This is an optimization exercise on Yosys and OpenROAD, whose aim is small area and a short achievable clock period, not a production implementation.
In this exercise RTL edits were held to simulation tests only and were not proved equivalent to the original.
Power is estimated from default activity; no workload was simulated.

## run a
// rob_top
module rob_top (
    input  logic                clk,
    input  logic                rst,
    input  logic                dispatch_valid,
    output logic                dispatch_ready,
    output rob_pkg::rob_idx_t   dispatch_idx,
    input  isa_pkg::word_t      dispatch_pc,
    input  isa_pkg::inst_kind_e dispatch_kind,
    input  logic                dispatch_predicted_taken,
    input  isa_pkg::word_t      dispatch_branch_target,
    input  isa_pkg::areg_t      dispatch_dest_areg,
    input  rob_pkg::preg_t      dispatch_dest_preg,
    input  logic                cdb_valid,
    input  rob_pkg::rob_idx_t   cdb_rob_idx,
    input  isa_pkg::word_t      cdb_data,
    output logic                commit_valid,
    input  logic                commit_ready,
    output isa_pkg::word_t      commit_pc,
    output isa_pkg::word_t      commit_result,
    output isa_pkg::areg_t      commit_dest_areg,
    output rob_pkg::preg_t      commit_dest_preg,
    output logic                redirect_valid,
    output isa_pkg::word_t      redirect_target
);
Size in the first run: about 3,200 cells after synthesis, roughly 1,400 flip-flops, roughly 230 I/O pins.
==> flow/config.mk <==
export PLATFORM = sky130hd
export DESIGN_NAME = rob_top
export DESIGN_NICKNAME = rob_top
export VERILOG_FILES = /design/flow/design.v
export SDC_FILE = /design/flow/constraint.sdc
export NUM_CORES = 4
export LEC_CHECK = 0
export CAP_MARGIN = 20
export CORE_MARGIN = 2
export CORE_UTILIZATION = 55
export SETUP_SLACK_MARGIN = 2.0
export SLEW_MARGIN = 20
==> flow/constraint.sdc <==
create_clock -name core_clock -period 4.5 [get_ports {clk}]
set_input_delay 0.9000 -clock core_clock [delete_from_list [all_inputs] [get_ports {clk}]]
set_output_delay 0.9000 -clock core_clock [all_outputs]
set_load 0.01 [all_outputs]
run.sh (not shown) runs the stock make flow with config.mk's settings and CLKGATE_MAP_FILE= SYNTH_SCRIPT=/design/flow/synth_recipe.tcl, a recipe that flattens the netlist after the stock synthesis.
Run a finished every step from synthesis to the final layout, and the layout passed the timing, DRC and antenna checks.
Edits applied to the flow inputs when going from run a to run b:
- SETUP_SLACK_MARGIN no longer set, was 2.0
- CORE_UTILIZATION now 40, was 55
Notes after the runs:
- For the actual transition at the worst max-transition pin, run b came in 21 ps lower than run a did.
- register to primary output as the kind of critical path was reported by run a, and register to register by run b.
- Lower number of clock buffers inserted by TritonCTS was reported by run b, not run a.
- A slowest library cell on the worst path of edfxtp_1 is what run a shows, while and3_2 belongs to run b.
- Looking only at total net switching power, and setting everything else aside, the higher value of run b and run a goes to run a.

========
== run A ==
Another version of the RTL of rob_top (not shown whole).
Size in the first run: ~1400 flip-flops, roughly 230 I/O pins, about 52000 sq um of cells after synthesis.
==> flow/config.mk <==
export PLATFORM = sky130hd
export DESIGN_NAME = rob_top
export DESIGN_NICKNAME = rob_top
export VERILOG_FILES = /design/flow/design.v
export SDC_FILE = /design/flow/constraint.sdc
export NUM_CORES = 4
export LEC_CHECK = 0
export CAP_MARGIN = 10
export CORE_MARGIN = 2
export CORE_UTILIZATION = 62
export CTS_CLUSTER_DIAMETER = 100
export CTS_CLUSTER_SIZE = 24
export SETUP_SLACK_MARGIN = 2.1
export SLEW_MARGIN = 10
==> flow/constraint.sdc <==
create_clock -name core_clock -period 4.5 [get_ports {clk}]
set_input_delay 0.9000 -clock core_clock [delete_from_list [all_inputs] [get_ports {clk}]]
set_output_delay 0.9000 -clock core_clock [all_outputs]
set_load 0.01 [all_outputs]
What run B does differently from run A at the input level:
# run A
export LEC_CHECK = 0
export CAP_MARGIN = 10
export CORE_MARGIN = 2
export CORE_UTILIZATION = 62
export CTS_CLUSTER_DIAMETER = 100
export CTS_CLUSTER_SIZE = 24
export SETUP_SLACK_MARGIN = 2.1
export SLEW_MARGIN = 10
create_clock -name core_clock -period 4.5 [get_ports {clk}]
# run B
export LEC_CHECK = 0
export CAP_MARGIN = 20
export CORE_MARGIN = 2
export CORE_UTILIZATION = 50
export SETUP_SLACK_MARGIN = 2.1
export SLEW_MARGIN = 20
create_clock -name core_clock -period 4.5 [get_ports {clk}]
==> flow/flow/run.sh (new file) <==
#!/bin/bash
# The standard layout, with two changes to how it is made:
#  - the port buffers start as buf_2 instead of the resizer's default choice
#    (a delay cell); timing repair still resizes them as it needs;
#  - clock tree synthesis clusters up to 24 sinks per leaf buffer and inserts
#    no dummy loads.
set -euo pipefail
export BUFFER_PORTS_ARGS="-buffer_cell sky130_fd_sc_hd__buf_2"
export CTS_ARGS="-sink_clustering_enable -repair_clock_nets -dont_use_dummy_load -sink_clustering_size 24 -sink_clustering_max_diameter 100"
bash standard.sh > standard_flow.log 2>&1
==> flow/standard.sh (new file) <==
#!/bin/bash
# synth_recipe.tcl (not shown) runs the flow's synth.tcl, then flattens the netlist and writes it again
# the make line also repeats each setting of config.mk as NAME=value (left out here)
make -C /OpenROAD-flow-scripts/flow DESIGN_CONFIG=/design/flow/config.mk WORK_HOME=/design/flow/orfs CLKGATE_MAP_FILE= SYNTH_SCRIPT=/design/flow/synth_recipe.tcl "${@:-finish}"
removed: flow/run.sh
==> summary.txt <==
Run comparison: run B cell with the largest stage delay on the worst path sky130_fd_sc_hd__dfxtp_4; run A cell with the largest stage delay on the worst path sky130_fd_sc_hd__nor2_1. Sum of internal, switching and leakage power, run B and run A, lower one = run B. On first-iteration DRC count: between run B and run A, it ends up lower for run B. Looking at die area, run B sits 24% above run A. The lower minimum period implied by the final worst setup slack came out of run B. Comparing run A with run B, the final area came out essentially unchanged. Comparing run B and run A, the lower critical path depth was measured on run A. Going from run A to run B, area taken by multi-input logic gates grows by 1.3%. [diff] setup clock skew after layout, run B relative to run A: improvement.
## Diff of input files: run C against run B
# run B
export LEC_CHECK = 0
export CAP_MARGIN = 20
export CORE_MARGIN = 2
export CORE_UTILIZATION = 50
export SETUP_SLACK_MARGIN = 2.1
export SLEW_MARGIN = 20
create_clock -name core_clock -period 4.5 [get_ports {clk}]
# run C
export LEC_CHECK = 0
export CAP_MARGIN = 20
export CORE_MARGIN = 2
export CORE_UTILIZATION = 62
export CTS_CLUSTER_DIAMETER = 100
export CTS_CLUSTER_SIZE = 24
export SETUP_SLACK_MARGIN = 2.1
export SLEW_MARGIN = 20
create_clock -name core_clock -period 4.5 [get_ports {clk}]
==> flow/run.sh (new file) <==
#!/bin/bash
# synth_recipe.tcl (not shown) runs the flow's synth.tcl, then flattens the netlist and writes it again
# the make line also repeats each setting of config.mk as NAME=value (left out here)
make -C /OpenROAD-flow-scripts/flow DESIGN_CONFIG=/design/flow/config.mk WORK_HOME=/design/flow/orfs CLKGATE_MAP_FILE= SYNTH_SCRIPT=/design/flow/synth_recipe.tcl finish
removed: flow/flow/run.sh
removed: flow/standard.sh
Against run B, run C comes in 4.7% lower on wire length. The run showing the greater hold slack is run B. Post-CTS setup buffer count shrinks by more than 10% when moving from run B to run C. Run B → run C: multi-input combinational cell area shrank by 1.3%; global placer's final weighted congestion shows an increase of 5.3%; layout-stage area growth over the synthesis result barely changed; share of the cycle needed by the critical path after routing went up by 0.61 points.

========
The RTL this note starts from:
==> flow/design.v <==
package isa_pkg;
    typedef logic [32-1:0] word_t;
    typedef logic [5-1:0] areg_t;
    typedef enum logic [1:0] {
        KIND_ALU    = 2'd0,
        KIND_BRANCH = 2'd1,
        KIND_JAL    = 2'd2
    } inst_kind_e;
endpackage
package rob_pkg;
    typedef logic [4-1:0] rob_idx_t;
    typedef logic [6-1:0] preg_t;
    typedef struct packed {
        logic [32-1:0]   pc;
        logic [1:0]         kind;
        logic               predicted_taken;
        logic [32-1:0]   branch_target;
        logic [5-1:0] dest_areg;
        preg_t              dest_preg;
    } rob_entry_t;
    localparam int ROB_ENTRY_W = 2*32 + 3 + 5 + 6;
endpackage
module rob_top (
    input  logic                clk,
    input  logic                rst,
    input  logic                dispatch_valid,
    output logic                dispatch_ready,
    output rob_pkg::rob_idx_t   dispatch_idx,
    input  isa_pkg::word_t      dispatch_pc,
    input  isa_pkg::inst_kind_e dispatch_kind,
    input  logic                dispatch_predicted_taken,
    input  isa_pkg::word_t      dispatch_branch_target,
    input  isa_pkg::areg_t      dispatch_dest_areg,
    input  rob_pkg::preg_t      dispatch_dest_preg,
    input  logic                cdb_valid,
    input  rob_pkg::rob_idx_t   cdb_rob_idx,
    input  isa_pkg::word_t      cdb_data,
    output logic                commit_valid,
    input  logic                commit_ready,
    output isa_pkg::word_t      commit_pc,
    output isa_pkg::word_t      commit_result,
    output isa_pkg::areg_t      commit_dest_areg,
    output rob_pkg::preg_t      commit_dest_preg,
    output logic                redirect_valid,
    output isa_pkg::word_t      redirect_target
);
    localparam int D  = 16;
    localparam int XW = 32;
    localparam int AW = 5;
    localparam int PW = 6;
    localparam int IW = 4;
    localparam int SW = XW + AW + PW;        
    localparam int F  = D - 1;               
    logic [IW-1:0]  hp;         
    logic [IW-1:0]  hp1;        
    logic [IW-1:0]  hp2;        
    logic           nd;         
    logic [IW-1:0]  tail;
    logic [IW-1:0]  fr, fw;     
    logic [IW:0]    count;
    logic           empty, one, full;    
    logic           jal_pend;   
    logic [F-1:0][SW-1:0] f_st;    
    logic [D-1:0][XW-1:0] s_res;
    logic [D-1:0]         s_done;
    logic [D-1:0][1:0]    s_mc;      
    logic [D-1:0]         s_mpd;     
    logic [SW-1:0]  h_st;
    logic [XW-1:0]  h_res;
    logic           h_done;
    logic           h_mpv;
    logic [1:0]     h_mc, h_mc_n;
    logic           h_mpv_n;
    logic [SW-1:0]  h_st_n;
    logic [XW-1:0]  h_res_n;
    logic           h_done_n;
    logic [D-1:0]   nsel, csel;
    logic [F-1:0]   fsel, fwsel;
    logic [SW-1:0]  n_st, d_st;
    logic [XW-1:0]  n_res, target;
    logic           n2_done, n_mpd, nd_n;
    logic [1:0]     n_mc, d_mc;
    logic [D-1:0]   wsel;
    logic           c_head, c_next;
    logic           commit_fire, flush, dispatch_fire;
    logic           d_jal0;
    logic [IW:0]    count_n;
    assign commit_valid     = h_done;
    assign commit_pc        = h_st[SW-1 -: XW];
    assign commit_dest_areg = h_st[PW +: AW];
    assign commit_dest_preg = h_st[0 +: PW];
    assign commit_result    = h_res;
    assign commit_fire    = h_done && commit_ready;
    assign flush          = h_mpv && commit_ready;
    assign dispatch_ready = !full && !flush;
    assign dispatch_fire  = dispatch_valid && dispatch_ready;
    assign dispatch_idx   = tail;
    assign d_jal0 = (dispatch_kind == isa_pkg::KIND_JAL) && !dispatch_predicted_taken;
    assign d_mc   = {((dispatch_kind == isa_pkg::KIND_BRANCH) && !dispatch_predicted_taken) || d_jal0,
                     ((dispatch_kind == isa_pkg::KIND_BRANCH) &&  dispatch_predicted_taken) || d_jal0};
    assign d_st   = {dispatch_pc, dispatch_dest_areg, dispatch_dest_preg};
    always_comb begin
        n_st   = '0;
        n_res  = '0;
        n2_done = 1'b0;
        n_mpd  = 1'b0;
        n_mc   = '0;
        for (int i = 0; i < F; i++) begin
            fsel[i] = (fr == IW'(i));
            n_st   = n_st   | ({SW{fsel[i]}} & f_st[i]);
        end
        for (int i = 0; i < D; i++) begin
            nsel[i] = (hp1 == IW'(i));
            n_res  = n_res  | ({XW{nsel[i]}} & s_res[i]);
            n2_done = n2_done | ((hp2 == IW'(i)) & s_done[i]);
            n_mpd  = n_mpd  | (nsel[i] & s_mpd[i]);
            n_mc   = n_mc   | ({2{nsel[i]}} & s_mc[i]);
        end
    end
    assign c_head = cdb_valid && (cdb_rob_idx == hp);
    assign c_next = cdb_valid && (cdb_rob_idx == hp1);
    always_comb begin
        count_n = count;
        case ({dispatch_fire, commit_fire})
            2'b10:   count_n = count + 1'b1;
            2'b01:   count_n = count - 1'b1;
            default: count_n = count;
        endcase
        if (flush) begin
            count_n = '0;
        end
    end
    always_ff @(posedge clk) begin
        if (rst) begin
            hp             <= '0;
            hp1            <= IW'(1);
            hp2            <= IW'(2);
            tail           <= '0;
            fr             <= '0;
            fw             <= '0;
            count          <= '0;
            empty          <= 1'b1;
            one            <= 1'b0;
            full           <= 1'b0;
            redirect_valid <= 1'b0;
            jal_pend       <= 1'b0;
        end else begin
            redirect_valid <= flush;
            count          <= count_n;
            empty          <= (count_n == '0);
            one            <= (count_n == (IW+1)'(1));
            full           <= count_n[IW];
            if (commit_fire) begin
                hp  <= hp1;
                hp1 <= hp2;
                hp2 <= hp2 + 1'b1;
            end
            if (flush) begin
                tail     <= hp1;
                fr       <= '0;
                fw       <= '0;
                jal_pend <= 1'b0;
            end else begin
                if (commit_fire && !one) begin
                    fr <= (fr == IW'(F-1)) ? '0 : fr + 1'b1;
                end
                if (dispatch_fire && !empty && !(one && commit_fire)) begin
                    fw <= (fw == IW'(F-1)) ? '0 : fw + 1'b1;
                end
                if (dispatch_fire) begin
                    tail <= tail + 1'b1;
                end
                if (dispatch_fire && d_jal0) begin
                    jal_pend <= 1'b1;
                end
            end
        end
    end
    assign target = h_res[0] ? {h_res[XW-1:1], 1'b0} : h_st[SW-1 -: XW] + XW'(4);
    always_ff @(posedge clk) begin
        if (flush && (h_mc != 2'b11)) begin
            redirect_target <= target;
        end else if (dispatch_valid && !full && d_jal0 && !jal_pend) begin
            redirect_target <= dispatch_branch_target;
        end
    end
    always_comb begin
        h_st_n = h_st;
        h_mc_n = h_mc;
        if (empty || commit_fire) begin
            h_st_n = (empty || one) ? d_st : n_st;
            h_mc_n = (empty || one) ? d_mc : n_mc;
        end
        h_res_n = h_res;
        if (commit_fire) begin
            h_res_n = nd ? n_res : cdb_data;
        end else if (c_head && !h_done) begin
            h_res_n = cdb_data;
        end
        h_done_n = h_done;
        if (rst || flush || empty) begin
            h_done_n = 1'b0;
        end else if (commit_fire) begin
            h_done_n = !one && (c_next || nd);
        end else if (c_head) begin
            h_done_n = 1'b1;
        end
        if (rst || flush || empty) begin
            h_mpv_n = 1'b0;
        end else if (commit_fire) begin
            h_mpv_n = !one && (nd ? n_mpd : (c_next && (cdb_data[0] ? n_mc[1] : n_mc[0])));
        end else if (c_head && !h_done) begin
            h_mpv_n = cdb_data[0] ? h_mc[1] : h_mc[0];
        end else begin
            h_mpv_n = h_mpv;
        end
    end
    assign nd_n = commit_fire ? (!(((tail == hp2) && !full)) && ((cdb_valid && (cdb_rob_idx == hp2)) || n2_done))
                              : (!(((tail == hp1) && !full)) && (c_next || nd));
    always_ff @(posedge clk) begin
        nd     <= nd_n;
        h_st   <= h_st_n;
        h_res  <= h_res_n;
        h_done <= h_done_n;
        h_mc   <= h_mc_n;
        h_mpv  <= h_mpv_n;
    end
    always_comb begin
        for (int i = 0; i < F; i++) begin
            fwsel[i] = (fw == IW'(i)) && !full;
        end
    end
    always_ff @(posedge clk) begin
        for (int i = 0; i < F; i++) begin
            if (fwsel[i]) begin
                f_st[i] <= d_st;
            end
        end
    end
    always_comb begin
        for (int i = 0; i < D; i++) begin
            csel[i] = cdb_valid && (cdb_rob_idx == IW'(i));
        end
    end
    always_comb begin
        for (int i = 0; i < D; i++) begin
            wsel[i]  = (tail == IW'(i)) && !full;
            s_mpd[i] = s_done[i] && (s_res[i][0] ? s_mc[i][1] : s_mc[i][0]);
        end
    end
    always_ff @(posedge clk) begin
        for (int i = 0; i < D; i++) begin
            if (wsel[i]) begin
                s_mc[i]   <= d_mc;
                s_done[i] <= 1'b0;
            end else if (csel[i]) begin
                s_done[i] <= 1'b1;
            end
            if (csel[i] && !s_done[i]) begin
                s_res[i] <= cdb_data;
            end
        end
    end
endmodule
export LEC_CHECK = 0
export CAP_MARGIN = 20
export CORE_MARGIN = 2
export CORE_UTILIZATION = 62
export SETUP_SLACK_MARGIN = 2.25
export SLEW_MARGIN = 20
create_clock -name core_clock -period 4.5 [get_ports {clk}]
standard.sh (not shown) runs the stock make flow with config.mk's settings and CLKGATE_MAP_FILE= SYNTH_SCRIPT=/design/flow/synth_recipe.tcl, a recipe that flattens the netlist after the stock synthesis.
==> flow/flow/run.sh <==
#!/bin/bash
# The standard layout, with two changes to how it is made:
#  - the port buffers start as buf_2 instead of the resizer's default choice
#    (a delay cell); timing repair still resizes them as it needs;
#  - clock tree synthesis clusters up to 24 sinks per leaf buffer and inserts
#    no dummy loads.
set -euo pipefail
export BUFFER_PORTS_ARGS="-buffer_cell sky130_fd_sc_hd__buf_2"
export CTS_ARGS="-sink_clustering_enable -repair_clock_nets -dont_use_dummy_load -sink_clustering_size 24 -sink_clustering_max_diameter 100"
bash standard.sh > standard_flow.log 2>&1
The baseline finished with timing, DRC and antenna clean.
Change:
- SETUP_SLACK_MARGIN: 2.25 -> 2.1
After rerunning:
- The new run finished with timing, DRC and antenna clean
- first-iteration DRC count shrinks by 6.9%
- cell count is lower by 4.2%
- critical path depth went down by 1
- worst hold slack loses 0.016 ns
- utilization fell by 3.9 points
- global-route usage came out lower by 2.0 points
- maximum frequency barely changes
- design area is lower by 5.3%
- register-to-register slack is about the same
- sequential power stays flat
- synthesized cell count stays the same
Change:
- CORE_UTILIZATION: 62 -> 70
Outcome: Wire length grows by 0.95%; non-clock buffer count came out higher by 46; cell area came out higher by 1.1%; clock power hardly moves; hold slack improves by 0.010 ns; combinational power stays flat; worst setup slack degrades by 0.084 ns; area after synthesis is unchanged; fmax is lower by 3.3%; synthesized cell count does not change.
Change:
- CORE_UTILIZATION: 70 -> 55
Result: The changed run went through all stages and came out clean; routed wire length went up by a few percent; die area rose by a quarter to a third; synthesized area does not change; setup slack gains 0.059 ns; cell count goes up by a few percent; global-route usage went down by 8.3 points; final area is lower slightly.

-- afterwards: timing with drivers on the ports --
Ports are ideal in the flow. The routed layouts listed here were re-timed in OpenROAD. Step 1 sets driving cells, clkbuf_16 on the clock port and buf_2 on the other inputs (assumed; they add their load-dependent delay and slew). Step 2 times the ports against the registers' clock, not the clock port: input delays grow and output delays shrink by t, the midpoint of the rising clock arrivals with the driver on. Slacks: no drivers / after step 1 / after step 2; pairs: no drivers / after step 1.
run	t (ns)	slack for setup (ns)	clock arrival spread, ns
run a of note 1	0.819	1.714 / 1.644 / 1.098	0.021 / 0.021
run b of note 1	0.839	0.934 / 0.934 / 0.873	0.041 / 0.041
run A of note 2	0.716	2.034 / 2.034 / 1.470	0.042 / 0.042
run B of note 2	0.728	2.061 / 1.985 / 1.476	0.033 / 0.034
run C of note 2	0.716	2.034 / 2.034 / 1.470	0.042 / 0.042
the first run of note 3	0.706	2.015 / 2.015 / 1.607	0.065 / 0.065
the second run of note 3	0.688	2.018 / 2.018 / 1.518	0.054 / 0.053
the third run of note 3	0.694	1.934 / 1.934 / 1.473	0.052 / 0.052
the fourth run of note 3	0.730	1.993 / 1.993 / 1.487	0.052 / 0.053
After both steps every run listed still meets setup and hold. For run a of note 1, which loses most, drivers alone change the setup slack by -0.070 ns; drivers and shift together by -0.616 ns.
